From an optimization exercise on the open Yosys and OpenROAD flow, aimed at small area and a short achievable clock period; shortcuts taken in it are not production practice. The RTL was checked by simulation tests, not by an equivalence proof against the original design. Power and IR drop assume default switching activity.

==> flow/design.v <==
package hyctl_pkg;
    localparam int BYTE_W     = 8;
    localparam int IP_W       = 32;
    localparam int UDP_PORT_W = 16;
    localparam int BUF_ADDR_W = 7;
    localparam logic [BYTE_W-1:0] PORT_STREAM_LINK = 8'h00;
    localparam logic [BYTE_W-1:0] PORT_PKT_CTRL    = 8'h01;
    localparam logic [BYTE_W-1:0] PORT_IP_CTRL     = 8'h02;
    localparam logic [BYTE_W-1:0] PORT_TX_LEN      = 8'h03;
    localparam logic [BYTE_W-1:0] PORT_PKT_PORT    = 8'h04;
    localparam logic [BYTE_W-1:0] PORT_STREAM_IP   = 8'h10;
    localparam logic [BYTE_W-1:0] PORT_STREAM_UDP  = 8'h14;
    localparam logic [BYTE_W-1:0] PORT_MY_IP       = 8'h30;
    localparam logic [BYTE_W-1:0] PORT_BUF_BASE    = 8'h80;
    localparam int PKT_CTRL_ARM_BIT   = 0;
    localparam int PKT_CTRL_TX_BIT    = 4;
    localparam int IP_CTRL_STATIC_BIT = 0;
    localparam int IP_CTRL_VALID_BIT  = 1;
    localparam logic [1:0] UDP_RESULT_ACCEPTED = 2'b01;
    typedef struct packed {
        logic [BYTE_W-1:0] port_id;
        logic [BYTE_W-1:0] out_port;
        logic              write_strobe;
        logic              read_strobe;
    } io_bus_t;
    typedef struct packed {
        logic                  start;
        logic [BYTE_W-1:0]     data;
        logic                  valid;
        logic                  last;
        logic [IP_W-1:0]       src_ip;
        logic [UDP_PORT_W-1:0] src_port;
    } udp_rx_t;
    typedef struct packed {
        logic                  start;
        logic [BYTE_W-1:0]     data;
        logic                  valid;
        logic                  last;
        logic [BUF_ADDR_W-1:0] length;
        logic [IP_W-1:0]       dst_ip;
        logic [UDP_PORT_W-1:0] dst_port;
    } udp_tx_t;
    typedef struct packed {
        logic                  pkt_ctrl_wr;
        logic                  tx_len_wr;
        logic                  pkt_port_wr_hi;
        logic                  pkt_port_wr_lo;
        logic                  buf_wr;
        logic [BUF_ADDR_W-1:0] buf_addr;
        logic [BYTE_W-1:0]     data;
    } pkt_wr_t;
    typedef struct packed {
        logic                  arm;
        logic                  receiving;
        logic                  transmitting;
        logic [BUF_ADDR_W-1:0] tx_len;
        logic [IP_W-1:0]       pkt_ip;
    } pkt_status_t;
    typedef struct packed {
        logic            dhcp_reset;
        logic [IP_W-1:0] static_ip;
        logic            static_ip_valid;
    } ip_cfg_t;
    typedef struct packed {
        logic                  linked;
        logic [IP_W-1:0]       ip;
        logic [UDP_PORT_W-1:0] udp_port;
    } stream_cfg_t;
endpackage
`timescale 1ns/100ps
module hyctl_predec (
    input  logic       use_cnt,
    input  logic [6:0] cnt,
    input  logic [6:0] bus,
    output logic [7:0] lo,
    output logic [15:0] hi
);
    always_comb begin
        for (int i = 0; i < 8; i++) begin
            lo[i] = (use_cnt && (cnt[2:0] == i[2:0])) || (!use_cnt && (bus[2:0] == i[2:0]));
        end
        for (int i = 0; i < 16; i++) begin
            hi[i] = (use_cnt && (cnt[6:3] == i[3:0])) || (!use_cnt && (bus[6:3] == i[3:0]));
        end
    end
endmodule
module hyctl_rd_out (
    input  logic z,
    input  logic sel_n,
    input  logic other_n,
    output logic y
);
    assign y = !((z || sel_n) && other_n);
endmodule
module hyctl_bit_next (
    input  logic we_n,
    input  logic wd_n,
    input  logic q,
    output logic d
);
    assign d = (we_n || !wd_n) && (!we_n || q);
endmodule
module hyctl_row_sel (
    input  logic lo,
    input  logic hi,
    output logic sel_n
);
    assign sel_n = !(lo && hi);
endmodule
module hyctl_rd_pair (
    input  logic a0,
    input  logic s0_n,
    input  logic a1,
    input  logic s1_n,
    output logic y_n
);
    assign y_n = !((a0 || s0_n) && (a1 || s1_n));
endmodule
module hyctl_nor2 (
    input  logic [1:0] a,
    output logic       y
);
    assign y = !(|a);
endmodule
module hyctl_nand4 (
    input  logic [3:0] a,
    output logic       y
);
    assign y = !(&a);
endmodule
`timescale 1ns/100ps
module hyctl_top (
    input  logic                          clk,
    input  logic                          reset,
    input  logic [7:0]                    io_port_id,
    input  logic [7:0]                    io_out_port,
    input  logic                          io_write_strobe,
    input  logic                          io_read_strobe,
    output logic [7:0]                    in_port,
    input  logic                          udp_rx_start,
    input  logic [7:0]                    udp_rx_data,
    input  logic                          udp_rx_valid,
    input  logic                          udp_rx_last,
    input  logic [31:0]                   udp_rx_src_ip,
    input  logic [15:0]                   udp_rx_src_port,
    input  logic                          udp_tx_ready,
    input  logic [1:0]                    udp_tx_result,
    output logic                          udp_tx_start,
    output logic [7:0]                    udp_tx_data,
    output logic                          udp_tx_valid,
    output logic                          udp_tx_last,
    output logic [6:0]                    udp_tx_length,
    output logic [31:0]                   udp_tx_dst_ip,
    output logic [15:0]                   udp_tx_dst_port,
    input  logic [31:0]                   ext_ip,
    input  logic                          ext_ip_force,
    output logic                          ip_dhcp_reset,
    output logic [31:0]                   ip_static_ip,
    output logic                          ip_static_ip_valid,
    output logic                          stream_linked,
    output logic [31:0]                   stream_ip,
    output logic [15:0]                   stream_udp_port
);
    localparam int AW    = hyctl_pkg::BUF_ADDR_W;
    localparam int BW    = hyctl_pkg::BYTE_W;
    localparam int DEPTH = 2 ** AW;
    localparam int STAT_RX_BIT = 1;
    logic          wr_en;
    logic          ctrl_wr;
    logic          arm_set;
    logic          tx_go;
    logic          tx_len_wr;
    logic          buf_wr;
    logic          hit_my_ip;
    logic [1:0]    byte_sel;
    assign wr_en     = io_write_strobe && !io_read_strobe;
    assign ctrl_wr   = wr_en && (io_port_id == hyctl_pkg::PORT_PKT_CTRL);
    assign arm_set   = ctrl_wr && io_out_port[hyctl_pkg::PKT_CTRL_ARM_BIT];
    assign tx_go     = ctrl_wr && io_out_port[hyctl_pkg::PKT_CTRL_TX_BIT];
    assign tx_len_wr = wr_en && (io_port_id == hyctl_pkg::PORT_TX_LEN);
    assign buf_wr    = wr_en && io_port_id[7];
    assign hit_my_ip = io_port_id[7:2] == hyctl_pkg::PORT_MY_IP[7:2];
    assign byte_sel  = 2'd3 - io_port_id[1:0];
    logic                  linked_q;
    logic                  use_static_q;
    logic                  static_valid_q;
    logic [31:0]           my_ip_q;
    logic [31:0]           stream_ip_q;
    logic [15:0]           stream_udp_q;
    always_ff @(posedge clk) begin
        if (reset) begin
            linked_q       <= 1'b0;
            use_static_q   <= 1'b0;
            static_valid_q <= 1'b0;
        end else if (wr_en) begin
            if (io_port_id == hyctl_pkg::PORT_STREAM_LINK) begin
                linked_q <= io_out_port[0];
            end
            if (io_port_id == hyctl_pkg::PORT_IP_CTRL) begin
                use_static_q   <= io_out_port[hyctl_pkg::IP_CTRL_STATIC_BIT];
                static_valid_q <= io_out_port[hyctl_pkg::IP_CTRL_VALID_BIT];
            end
        end
    end
    always_ff @(posedge clk) begin
        if (wr_en && hit_my_ip) begin
            my_ip_q[byte_sel*BW +: BW] <= io_out_port;
        end
        if (wr_en && io_port_id[7:2] == hyctl_pkg::PORT_STREAM_IP[7:2]) begin
            stream_ip_q <= pkt_ip_q;
        end
        if (wr_en && io_port_id[7:1] == hyctl_pkg::PORT_STREAM_UDP[7:1]) begin
            if (io_port_id[0]) begin
                stream_udp_q[7:0] <= io_out_port;
            end else begin
                stream_udp_q[15:8] <= io_out_port;
            end
        end
    end
    logic                  arm_q;
    logic                  receiving_q;
    logic                  transmitting_q;
    logic                  tx_start_q;
    logic                  rx_start_q;
    logic                  tx_last_q;
    logic [BW-1:0]         tx_data_q;
    logic [AW-1:0]         tx_cnt_q;
    logic [31:0]           pkt_ip_q;
    logic [15:0]           pkt_port_q;
    logic [AW-1:0]         addr_q;
    logic                  use_cnt_q;
    logic                  rx_start_edge;
    logic                  capture_go;
    logic                  rx_active;
    logic                  rx_byte;
    logic                  rx_done;
    logic                  tx_fire;
    logic                  tx_final;
    logic [AW-1:0]         addr_inc;
    logic [AW-1:0]         addr_next;
    logic                  rx_next;
    logic                  tx_next;
    logic                  arm_next;
    logic [BW-1:0]         buf_rdata;
    logic [BW-1:0]         tx_d;
    logic [BW-1:0]         buf_first;
    assign rx_start_edge = udp_rx_start && !rx_start_q;
    assign capture_go    = arm_q && rx_start_edge && !transmitting_q;
    assign rx_active     = receiving_q || capture_go;
    assign rx_byte       = rx_active && udp_rx_valid;
    assign rx_done       = rx_byte && udp_rx_last;
    assign tx_fire  = transmitting_q && udp_tx_ready;
    assign tx_final = tx_fire && tx_last_q;
    assign addr_inc = addr_q + 1'b1;
    always_comb begin
        if (reset || rx_done || tx_final) begin
            addr_next = '0;
        end else if (rx_byte || tx_fire) begin
            addr_next = addr_inc;
        end else if (tx_go) begin
            addr_next = 7'd1;
        end else if (!receiving_q && !transmitting_q) begin
            addr_next = '0;
        end else begin
            addr_next = addr_q;
        end
        rx_next  = !reset && rx_active && !rx_done;
        tx_next  = !reset && (tx_go || (transmitting_q && !tx_final));
        arm_next = !reset && (arm_set || (arm_q && !capture_go));
    end
    always_ff @(posedge clk) begin
        addr_q         <= addr_next;
        receiving_q    <= rx_next;
        transmitting_q <= tx_next;
        arm_q          <= arm_next;
        use_cnt_q      <= rx_next || tx_next;
        if (reset) begin
            rx_start_q <= 1'b0;
            tx_start_q <= 1'b0;
        end else begin
            rx_start_q <= udp_rx_start;
            if (tx_go) begin
                tx_start_q <= 1'b1;
            end else if (tx_start_q && (udp_tx_result == hyctl_pkg::UDP_RESULT_ACCEPTED)) begin
                tx_start_q <= 1'b0;
            end
        end
    end
    always_ff @(posedge clk) begin
        if (tx_go || tx_fire) begin
            tx_data_q <= tx_d;
        end
        if (tx_go || tx_fire) begin
            tx_last_q <= (addr_inc == tx_cnt_q);
        end
    end
    always_ff @(posedge clk) begin
        if (rx_done) begin
            tx_cnt_q <= addr_inc;
        end else if (tx_len_wr) begin
            tx_cnt_q <= io_out_port[AW-1:0] + 1'b1;
        end
        if (capture_go) begin
            pkt_ip_q <= udp_rx_src_ip;
        end
        if (capture_go) begin
            pkt_port_q <= udp_rx_src_port;
        end else if (wr_en && io_port_id == hyctl_pkg::PORT_PKT_PORT) begin
            pkt_port_q[15:8] <= io_out_port;
        end else if (wr_en && io_port_id == hyctl_pkg::PORT_PKT_PORT + 8'd1) begin
            pkt_port_q[7:0] <= io_out_port;
        end
    end
    logic [BW-1:0]         buf_wdata;
    logic                  buf_we;
    logic                  buf_we0;
    logic [7:0]            dec_lo;
    logic [15:0]           dec_hi;
    logic [7:0]            dec_lo_w;
    logic [15:0]           dec_hi_w;
    logic [DEPTH-1:0]      sel_n;
    logic [DEPTH-1:0]      row_we;
    logic [DEPTH*BW-1:0]   mem_q;
    logic [DEPTH*BW-1:0]   mem_d;
    logic [BW-1:0]         rd_zero;
    logic [BW-1:0]         tx_zero;
    assign buf_wdata = rx_active ? udp_rx_data : io_out_port;
    assign buf_we    = receiving_q ? udp_rx_valid : (!transmitting_q && !capture_go && buf_wr);
    assign buf_we0   = capture_go && !receiving_q && udp_rx_valid;
    hyctl_predec u_predec_rd (
        .use_cnt (use_cnt_q),
        .cnt     (addr_q),
        .bus     (io_port_id[AW-1:0]),
        .lo      (dec_lo),
        .hi      (dec_hi)
    );
    hyctl_predec u_predec_wr (
        .use_cnt (use_cnt_q),
        .cnt     (addr_q),
        .bus     (io_port_id[AW-1:0]),
        .lo      (dec_lo_w),
        .hi      (dec_hi_w)
    );
    always_comb begin
        for (int r = 0; r < DEPTH; r++) begin
            row_we[r] = buf_we && dec_lo_w[r % 8] && dec_hi_w[r / 8];
        end
        row_we[0] = row_we[0] || buf_we0;
    end
    for (genvar r = 0; r < DEPTH; r++) begin : g_sel
        hyctl_row_sel u_sel (
            .lo    (dec_lo[r % 8]),
            .hi    (dec_hi[r / 8]),
            .sel_n (sel_n[r])
        );
    end
    for (genvar r = 0; r < DEPTH; r++) begin : g_row
        for (genvar b = 0; b < BW; b++) begin : g_bit
            hyctl_bit_next u_next (
                .we_n (!row_we[r]),
                .wd_n (!buf_wdata[b]),
                .q    (mem_q[r*BW + b]),
                .d    (mem_d[r*BW + b])
            );
        end
        always_ff @(posedge clk) begin
            mem_q[r*BW +: BW] <= mem_d[r*BW +: BW];
        end
    end
    for (genvar b = 0; b < BW; b++) begin : g_bit
        logic [DEPTH/2-1:0]  pair_n;
        logic [DEPTH/4-1:0]  l1;
        logic [DEPTH/16-1:0] l2;
        logic [DEPTH/32-1:0] l3;
        for (genvar p = 0; p < DEPTH / 2; p++) begin : g_pair
            hyctl_rd_pair u_pair (
                .a0   (mem_q[(2*p)*BW + b]),
                .s0_n (sel_n[2*p]),
                .a1   (mem_q[(2*p+1)*BW + b]),
                .s1_n (sel_n[2*p+1]),
                .y_n  (pair_n[p])
            );
        end
        for (genvar q = 0; q < DEPTH / 4; q++) begin : g_l1
            hyctl_nor2 u_nor (.a(pair_n[2*q +: 2]), .y(l1[q]));
        end
        for (genvar q = 0; q < DEPTH / 16; q++) begin : g_l2
            hyctl_nand4 u_nand (.a(l1[4*q +: 4]), .y(l2[q]));
        end
        for (genvar q = 0; q < DEPTH / 32; q++) begin : g_l3
            hyctl_nor2 u_nor (.a(l2[2*q +: 2]), .y(l3[q]));
        end
        hyctl_nand4 u_out (.a(l3), .y(rd_zero[b]));
        hyctl_nand4 u_out_tx (.a(l3), .y(tx_zero[b]));
    end
    assign buf_rdata = ~rd_zero;
    assign buf_first = mem_q[BW-1:0];
    for (genvar b = 0; b < BW; b++) begin : g_tx_d
        hyctl_rd_out u_tx_d (
            .z       (tx_zero[b]),
            .sel_n   (tx_go),
            .other_n (!(tx_go && buf_first[b])),
            .y       (tx_d[b])
        );
    end
    logic [31:0]           ip_src;
    logic [BW-1:0]         rd_other;
    logic [BW-1:0]         rd_next;
    logic [BW-1:0]         rd_q;
    assign ip_src = (!use_static_q || ext_ip_force) ? ext_ip : my_ip_q;
    always_comb begin
        rd_other = '0;
        if (io_port_id[7]) begin
            rd_other = '0;
        end else if (hit_my_ip) begin
            rd_other = ip_src[byte_sel*BW +: BW];
        end else if (io_port_id == hyctl_pkg::PORT_TX_LEN) begin
            rd_other = {1'b0, rx_done ? addr_q : tx_cnt_q - 1'b1};
        end else if (io_port_id == hyctl_pkg::PORT_PKT_CTRL) begin
            rd_other[hyctl_pkg::PKT_CTRL_TX_BIT]  = tx_next;
            rd_other[STAT_RX_BIT]                 = rx_next;
            rd_other[hyctl_pkg::PKT_CTRL_ARM_BIT] = arm_next;
        end
    end
    for (genvar b = 0; b < BW; b++) begin : g_rd_next
        hyctl_rd_out u_rd_next (
            .z       (rd_zero[b]),
            .sel_n   (!io_port_id[7]),
            .other_n (!rd_other[b]),
            .y       (rd_next[b])
        );
    end
    always_ff @(posedge clk) begin
        rd_q <= rd_next;
    end
    assign in_port            = rd_q;
    assign udp_tx_start       = tx_start_q;
    assign udp_tx_data        = tx_data_q;
    assign udp_tx_valid       = transmitting_q;
    assign udp_tx_last        = tx_last_q;
    assign udp_tx_length      = tx_cnt_q;
    assign udp_tx_dst_ip      = pkt_ip_q;
    assign udp_tx_dst_port    = pkt_port_q;
    assign ip_dhcp_reset      = use_static_q;
    assign ip_static_ip       = my_ip_q;
    assign ip_static_ip_valid = static_valid_q;
    assign stream_linked      = linked_q;
    assign stream_ip          = stream_ip_q;
    assign stream_udp_port    = stream_udp_q;
endmodule
==> flow/flow/run.sh <==
#!/bin/bash
# The standard layout (standard.sh), with one change: the port buffers
# that buffer_ports inserts are plain sky130_fd_sc_hd__buf_1 cells instead of
# the default cell it picks (a slow delay buffer). Every input and output
# port still gets its own buffer. The full make output goes to
# standard_make.log in the work folder.
set -euo pipefail
bash standard.sh "BUFFER_PORTS_ARGS=-buffer_cell sky130_fd_sc_hd__buf_1" finish > standard_make.log 2>&1
==> flow/standard.sh <==
#!/bin/bash
# synth_recipe.tcl (not shown) runs the flow's synth.tcl, then flattens the netlist and writes it again
# the make line also repeats each setting of config.mk as NAME=value (left out here)
make -C /OpenROAD-flow-scripts/flow DESIGN_CONFIG=/design/flow/config.mk WORK_HOME=/design/flow/orfs CLKGATE_MAP_FILE= SYNTH_SCRIPT=/design/flow/synth_recipe.tcl "${@:-finish}"
==> flow/config.mk <==
export PLATFORM = sky130hd
export DESIGN_NAME = hyctl_top
export DESIGN_NICKNAME = hyctl_top
export VERILOG_FILES = /design/flow/design.v
export SDC_FILE = /design/flow/constraint.sdc
export NUM_CORES = 4
export LEC_CHECK = 0
export CAP_MARGIN = 20
export CORE_MARGIN = 2
export CORE_UTILIZATION = 45
export CTS_BUF_LIST = sky130_fd_sc_hd__clkbuf_8
export CTS_CLUSTER_DIAMETER = 80
export CTS_CLUSTER_SIZE = 12
export PLACE_DENSITY = 0.6
export SETUP_SLACK_MARGIN = 2.3
export SLEW_MARGIN = 20
export SYNTH_HIERARCHICAL = 1
export SYNTH_MINIMUM_KEEP_SIZE = 0
export TNS_END_PERCENT = 10
==> flow/constraint.sdc <==
create_clock -name core_clock -period 5.0 [get_ports {clk}]
set_input_delay 1.0000 -clock core_clock [delete_from_list [all_inputs] [get_ports {clk}]]
set_output_delay 1.0000 -clock core_clock [all_outputs]
set_load 0.01 [all_outputs]
==> impl_metrics.env, run 1 <==
export IMPL_status="no timing/DRC/antenna violations"
export IMPL_cts_tree="done"
export IMPL_ys_flop_type="dfxtp_1"
export IMPL_fin_crit_sh_pct=55.5
export IMPL_rsz0062_at_grt="true"
export IMPL_fin_tns_setup_ns=0
export IMPL_crit_required_ns=5.57
export IMPL_drt_total_wl_um=151000
export IMPL_grt_pass1_vias=35441
export IMPL_grt_pass1_wl_um=223000
export IMPL_coreArea_sq_um=96600
export IMPL_cts_sinks=1192
export IMPL_fmax_mhz=361
export IMPL_fin_crit_ns=2.77
export IMPL_grt_max_degree=129
export IMPL_cts_root_buf="clkbuf_8"
export IMPL_via_per_inst=5.70
export IMPL_synth_simple_area_share_pct=17.7
export IMPL_start_util_pct=45.3
export IMPL_worst_pin_slew_ns=1.07
export IMPL_final_common_cell="nand2_1"
export IMPL_grt_total_usage_pct=29.4
export IMPL_drive_gt1_share_pct=10.1
export IMPL_fin_util_pct=52.7
export IMPL_fillers=9345
export IMPL_slew_headroom_pct=28.6
export IMPL_die_height_um=316
export IMPL_cap_violations=0
export IMPL_finalInstanceArea_sq_um=50900
export IMPL_ant_nets=0
export IMPL_nets=5560
export IMPL_htreeDepth=3
export IMPL_place_congestion=0.947
export IMPL_yosysSeqAreaShare_pct=57.8
export IMPL_setup_viol=0
export IMPL_clk_pin_slew_worst_paths_ns=0.09
export IMPL_hold_slack_ns=0.350
export IMPL_cts_buffers=110
export IMPL_dieArea_sq_um=99700
export IMPL_synth_xor_area_share_pct=0.400
export IMPL_power_density_nw_per_um2=322
export IMPL_final_cell_mix="nand2_1, o21ai_1, dfxtp_1, o22ai_1, nor2_1"
export IMPL_grt_overflow_total=0
export IMPL_hp_class="in -> reg"
export IMPL_synthAdderAreaFrac_pct=0.286
export IMPL_cts_path_max_buffers=3
export IMPL_synth_async_reset_ratio_pct=0
export IMPL_leakage_nw=18.7
export IMPL_drc_errors=0
export IMPL_rows=114
export IMPL_wl_per_cell_um=22.3
export IMPL_whs_path_depth=1
export IMPL_antenna_found_initial=10
export IMPL_critical_path_max_fanout=14
export IMPL_synth_edf_count=144
export IMPL_post_dp_hpwl_um=101000
export IMPL_place_port_buffers=271
export IMPL_hold_viol=0
export IMPL_syn_inst=4967
export IMPL_synth_compound_area_share_pct=21.5
export IMPL_drt_iter0_drc=3470
export IMPL_clock_skew_final_ns=0.0469
export IMPL_start_kind="primary input"
export IMPL_synth_cell_types=70
export IMPL_crit_path_end_kind="flop"
export IMPL_r2r_worst_path_cells=12
export IMPL_vias=38486
export IMPL_clk_insertion_delay_late_ns=0.82
export IMPL_muxShareOfSynthArea_pct=1.15
export IMPL_die_width_um=316
export IMPL_synth_top_family_by_area="compound AO/OA/AOI/OAI gates"
export IMPL_avgSynthCellArea_sq_um=8.81
export IMPL_area_delta_synth_final_pct=16.2
export IMPL_synth_warning_count=8
export IMPL_crit_type="in -> reg"
export IMPL_first_pass_iters=5
export IMPL_syn_nets=5092
export IMPL_maxSlewViolCount=0
export IMPL_worstPathArrival_ns=3.34
export IMPL_hold_buffers=0
export IMPL_post_dp_cell_area_sq_um=47200
export IMPL_peakVddDrop_mv=0.225
export IMPL_ys_ff_latch=1192
export IMPL_syn_area_sq_um=43800
export IMPL_pin_count=272
==> worst max-delay path, stage by stage <==
cell	delay, ns
clkbuf_4	0.20
or4_1	0.60
o31ai_4	0.10
buf_12	0.19
buf_8	0.19
nand2_2	0.15
o22ai_1	0.24
nor2_1	0.12
nand4_1	0.22
nor2_1	0.14
nand4_1	0.11
o21ai_1	0.06
==> kinds of logic after synthesis <==
family                     Yosys count
adders and majority gates           10
and+or+nand+nor                   1900
xor gates and xnor gates            20
buffers and inverters              113
AOI/OAI and AO/OA                 1697
muxes                               35
DFF                               1192
==> power by group <==
part           switching, mW  internal, mW
Clock                   3.22          2.06
Combinational          0.711         0.348
Sequential             0.154          9.90
Total                   4.09          12.3
==> flip-flops by register name, summed over array words and instances, names as in the netlist, 7 cells and up <==
| register | count |
|---|---|
| mem_q | 1024 |
| stream_udp_q | 16 |
| pkt_port_q | 16 |
| my_ip_q | 32 |
| addr_q | 7 |
| rd_q | 8 |
| pkt_ip_q | 32 |
| tx_cnt_q | 7 |
| stream_ip_q | 32 |
| tx_data_q | 8 |
==> Yosys stat by module (local to each module, per instance) <==
| module | flops+latches | copies in the design | area [sq um] | cells |
|---|---|---|---|---|
| hyctl_nor2 | 0 | 288 | 3.75 | 1 |
| hyctl_top | 1192 | 1 | 28700 | 1777 |
| hyctl_nand4 | 0 | 80 | 6.26 | 1 |
| hyctl_rd_out | 0 | 16 | 5.00 | 1 |
| hyctl_predec | 0 | 2 | 390 | 59 |
| hyctl_bit_next | 0 | 1024 | 8.76 | 2 |
| hyctl_rd_pair | 0 | 512 | 6.26 | 1 |
| hyctl_row_sel | 0 | 128 | 3.75 | 1 |
==> cells in the mapped netlist, types with 7 or more instances <==
cell | n | area (sq um)
o32ai_1 | 15 | 131
nor3_1 | 9 | 45.0
nand4_1 | 84 | 526
mux2i_1 | 17 | 170
nand3b_1 | 9 | 67.6
mux2_2 | 7 | 78.8
ha_1 | 10 | 125
mux4_2 | 9 | 203
nand2_1 | 1387 | 5210
xnor2_1 | 10 | 87.6
nor2b_1 | 12 | 75.1
or3_1 | 8 | 50.1
dfxtp_1 | 1048 | 21000
edfxtp_1 | 144 | 4320
clkbuf_1 | 12 | 45.0
nand3_1 | 14 | 70.1
a21oi_1 | 9 | 45.0
buf_1 | 19 | 71.3
nand2b_1 | 24 | 150
o21ai_1 | 1040 | 5200
xor2_1 | 10 | 87.6
nor2_1 | 301 | 1130
o21ai_0 | 40 | 200
buf_2 | 16 | 80.1
inv_1 | 47 | 176
o22ai_1 | 550 | 3440
clkbuf_2 | 7 | 35.0
==> what timing repair did <==
| action | CTS | global route |
|---|---|---|
| setup endpoints to repair | 1057 | 956 |
| gates resized for setup | 120 | 219 |
| gates cloned | 0 | 3 |
| setup buffers | 24 | 32 |
| pin swaps | 8 | 19 |
==> cell type report <==
cell class / count / area, sq um / share of cell area, %
tap: 1276 / 1600 / 3.14
sequential: 1192 / 25300 / 49.8
clock buffer: 114 / 1570 / 3.09
inverter: 50 / 201 / 0.396
antenna: 10 / 25.0 / 0.0492
multi-input combinational: 3662 / 19300 / 37.9
timing repair buffer: 419 / 2730 / 5.38
clock inverter: 29 / 134 / 0.263
==> per-layer routing <==
metal	vias up	global-route usage (%)	part of all wire (%)
li1	19043	-	-
met1	17992	41.3	45
met2	1158	46.4	45
met3	289	4.48	6.4
met4	4	9.45	3.3
met5	-	0	0.018
==> final timing paths <==
check / startpoint / to / slack [ns]
worst max-delay path: io_port_id[2] / tx_data_q[1] / 2.23
worst min-delay path: udp_rx_src_ip[7] / pkt_ip_q[7] / 0.35
worst max register to register: use_cnt_q / tx_data_q[1] / 2.24
worst min register to register: mem_q[194] / mem_q[194] / 0.45
==> through the flow <==
stage / setup slack [ns] / instances / power [mW]
2_1_floorplan: 1.09 / 4967 / 10.7
3_3_place_gp: 0.677 / 6540 / 11.2
3_5_place_dp: 0.674 / 6540 / 11.2
4_1_cts: 2.25 / 6707 / 16.4
5_1_grt: 2.11 / 6748 / 17.0
6_report: 2.23 / 6752 / 16.4
Testbench counts, summed over its fixed seeds: tx cycles 5,394, tx bytes 3,981.
==> inputs of run 2 (changes only) <==
--- a/flow/config.mk
+++ b/flow/config.mk
@@ -12,7 +12,7 @@
 export CTS_CLUSTER_DIAMETER = 80
 export CTS_CLUSTER_SIZE = 12
 export PLACE_DENSITY = 0.6
-export SETUP_SLACK_MARGIN = 2.3
+export SETUP_SLACK_MARGIN = 2.6
 export SLEW_MARGIN = 20
 export SYNTH_HIERARCHICAL = 1
 export SYNTH_MINIMUM_KEEP_SIZE = 0
==> run 2 against run 1 <==
Via count grew 1.8%. Sequential power about the same. Worst hold slack improved by 0.0078 ns. Cell count grew 0.47%. Critical path depth up 1. Global-route usage is 1.0 points higher. Die area stayed put. Cell area is 4.2% higher. Maximum frequency increased by 4.6%. Non-clock buffer count rose by 38. Count of clock-buffer cells in the layout is 2 lower. Routed wire length is 3.2% higher. Critical endpoint is now tx_data_q[5]. Largest cell class unchanged. Largest power group unchanged. Highest routed layer unchanged.
==> impl_metrics.env, run 2 <==
export IMPL_cts_tree="done"
export IMPL_fin_crit_ns=2.65
export IMPL_status="no timing/DRC/antenna violations"
export IMPL_synth_warning_count=8
export IMPL_syn_nets=5092
export IMPL_crit_path_end_kind="flop"
export IMPL_crit_required_ns=5.56
export IMPL_whs_path_depth=1
export IMPL_setup_viol=0
export IMPL_rows=114
export IMPL_ant_nets=0
export IMPL_leakage_nw=19.3
export IMPL_ys_ff_latch=1192
export IMPL_drc_errors=0
export IMPL_r2r_worst_path_cells=13
export IMPL_pin_count=272
export IMPL_yosysSeqAreaShare_pct=57.8
export IMPL_slew_headroom_pct=37.1
export IMPL_antenna_found_initial=12
export IMPL_final_cell_mix="nand2_1, o21ai_1, dfxtp_1, o22ai_1, buf_1"
export IMPL_drt_total_wl_um=155000
export IMPL_htreeDepth=3
export IMPL_vias=39192
export IMPL_maxSlewViolCount=0
export IMPL_worstPathArrival_ns=3.21
export IMPL_fmax_mhz=377
export IMPL_clk_insertion_delay_late_ns=0.81
export IMPL_grt_total_usage_pct=30.4
export IMPL_critical_path_max_fanout=8
export IMPL_synth_async_reset_ratio_pct=0
export IMPL_rsz0062_at_grt="true"
export IMPL_coreArea_sq_um=96600
export IMPL_peakVddDrop_mv=0.195
export IMPL_post_dp_hpwl_um=102000
export IMPL_grt_pass1_vias=35850
export IMPL_grt_overflow_total=0
export IMPL_p_total_mw=16.5
export IMPL_ys_top_cells_by_count="nand2_1, dfxtp_1, o21ai_1"
export IMPL_yosys_top_cells_area="dfxtp_1, nand2_1, o21ai_1"
export IMPL_cts_buffers=109
export IMPL_clock_skew_final_ns=0.0388
export IMPL_cts_root_buf="clkbuf_8"
export IMPL_regMostFlops="mem_q"
export IMPL_fin_tns_setup_ns=0
export IMPL_final_common_cell="nand2_1"
export IMPL_synth_edf_count=144
export IMPL_start_util_pct=45.3
export IMPL_power_density_nw_per_um2=311
export IMPL_nets=5600
export IMPL_yosysTopAreaCellShare_pct=47.9
export IMPL_die_height_um=316
export IMPL_finalInstanceArea_sq_um=53000
export IMPL_cts_sinks=1192
export IMPL_via_per_inst=5.78
export IMPL_area_delta_synth_final_pct=21.1
export IMPL_yosys_area_top_type="dfxtp_1"
export IMPL_syn_inst=4967
export IMPL_start_kind="flop"
export IMPL_fin_util_pct=54.9
export IMPL_hp_class="in -> reg"
export IMPL_syn_area_sq_um=43800
export IMPL_fin_cells=6784
export IMPL_die_width_um=316
export IMPL_first_pass_iters=6
export IMPL_worst_pin_slew_ns=0.940
export IMPL_drive_gt1_share_pct=14.0
export IMPL_place_port_buffers=271
export IMPL_synth_cell_types=70
export IMPL_wl_per_cell_um=22.9
export IMPL_clk_pin_slew_worst_paths_ns=0.09
export IMPL_cts_path_max_buffers=3
export IMPL_place_congestion=0.962
export IMPL_ys_flop_type="dfxtp_1"
export IMPL_hold_viol=0
export IMPL_dieArea_sq_um=99700
export IMPL_pre_cts_slack_ns=0.594
export IMPL_yosysMostFrequentCell="nand2_1"
export IMPL_worst_slack_ns=2.35
export IMPL_avgSynthCellArea_sq_um=8.81
export IMPL_crit_type="reg -> reg"
export IMPL_post_dp_cell_area_sq_um=47200
export IMPL_grt_pass1_wl_um=229000
export IMPL_placed_cells=6545
export IMPL_grt_max_degree=129
export IMPL_cap_violations=0
export IMPL_drt_iter0_drc=3921
export IMPL_fin_crit_sh_pct=53.0
export IMPL_largest_reg_flops=1024
export IMPL_hold_slack_ns=0.357
-- run 2: layout make-up --
type                       count  area [sq um]
antenna                        4          10.0
fill                        8871         43600
timing repair buffer         457          3400
multi-input combinational   3663         20700
timing repair inverter         2          17.5
inverter                      50           215
tap                         1276          1600
clock buffer                 112          1540
clock inverter                28           126
sequential                  1192         25300
-- run 2: modules after synthesis, one instance, submodules excluded, excerpt --
module	flip-flops and latches	area (sq um)
hyctl_bit_next	0	8.76
hyctl_rd_out	0	5.00
hyctl_nand4	0	6.26
hyctl_rd_pair	0	6.26
hyctl_top	1192	28700
hyctl_row_sel	0	3.75
hyctl_nor2	0	3.75
-- run 2: timing repair --
item                                    4_1_cts  5_1_grt
hold buffers                                  0        0
setup buffers                                74        7
cloned                                        9        5
endpoints found under the setup margin     1189     1109
pin swaps                                   123       22
resized for setup                           574       69
-- run 2: final timing paths --
path	start	endpoint	slack (ns)
max reg2reg	use_cnt_q	tx_data_q[5]	2.35
min	udp_rx_src_ip[16]	pkt_ip_q[16]	0.36
max	use_cnt_q	tx_data_q[5]	2.35
min reg2reg	pkt_ip_q[2]	stream_ip_q[2]	0.45
-- run 2: cells by family (layout without fill, tap and decap cells) --
group           count (synthesis)  in the layout  synth area share [%]
compound gates               1697           1697                  21.5
xor+xnor                       20             20                 0.400
fa+ha+maj                      10             10                 0.286
buf+inv                       113            649                  1.14
flops                        1192           1192                  57.8
mux                            35             36                  1.15
other cells                     0              4                     0
simple gates                 1900           1900                  17.7
-- run 2: critical path, stage by stage (launching register included) --
cell     delay [ns]
dfxtp_4        0.40
buf_6          0.14
buf_4          0.13
o32ai_4        0.30
buf_12         0.15
buf_16         0.17
buf_4          0.14
nand2_2        0.15
o22ai_1        0.28
nor2_1         0.13
nand4_1        0.16
nor2_4         0.08
nand4_1        0.11
o21ai_1        0.06
-- run 2: power breakdown --
group | internal (mW) | leakage (nW) | switching (mW)
logic | 0.410 | 8.58 | 0.762
registers | 9.90 | 9.78 | 0.167
clock network | 2.02 | 0.937 | 3.20
-- run 2: routing by layer --
metal  GRT usage, %  share of wire (%)
met3           4.82                7.1
met2           47.0                 44
met4           11.8                4.2
met5              0             0.0084
met1           42.7                 44

==> afterwards: timing with drivers on the ports <==
Ports are ideal in the flow. The routed layouts listed here were re-timed in OpenROAD. Step 1 (the two cells are an assumption about what drives the block):
set clk [get_ports {clk}]
set_driving_cell -lib_cell sky130_fd_sc_hd__clkbuf_16 $clk
set_driving_cell -lib_cell sky130_fd_sc_hd__buf_2 [delete_from_list [all_inputs] $clk]
Step 2 adds t to the input delays and takes it off the output delays; t is the mean of the earliest and latest rising clock arrival at the registers after step 1. Input paths then give back, and output paths get back, about the clock's delay inside the block. a / b / c = ideal / step 1 / step 2; a / b = the first two.
run | shift t [ns] | setup slack, ns | worst setup path after step 2
run 1 | 0.863 | 2.227 / 2.175 / 1.312 | input to register
run 2 | 0.851 | 2.349 / 2.312 / 1.481 | input to register
After both steps every run listed still meets setup and hold. For run 1, which loses most, drivers alone change the setup slack by -0.052 ns; drivers and shift together by -0.915 ns.
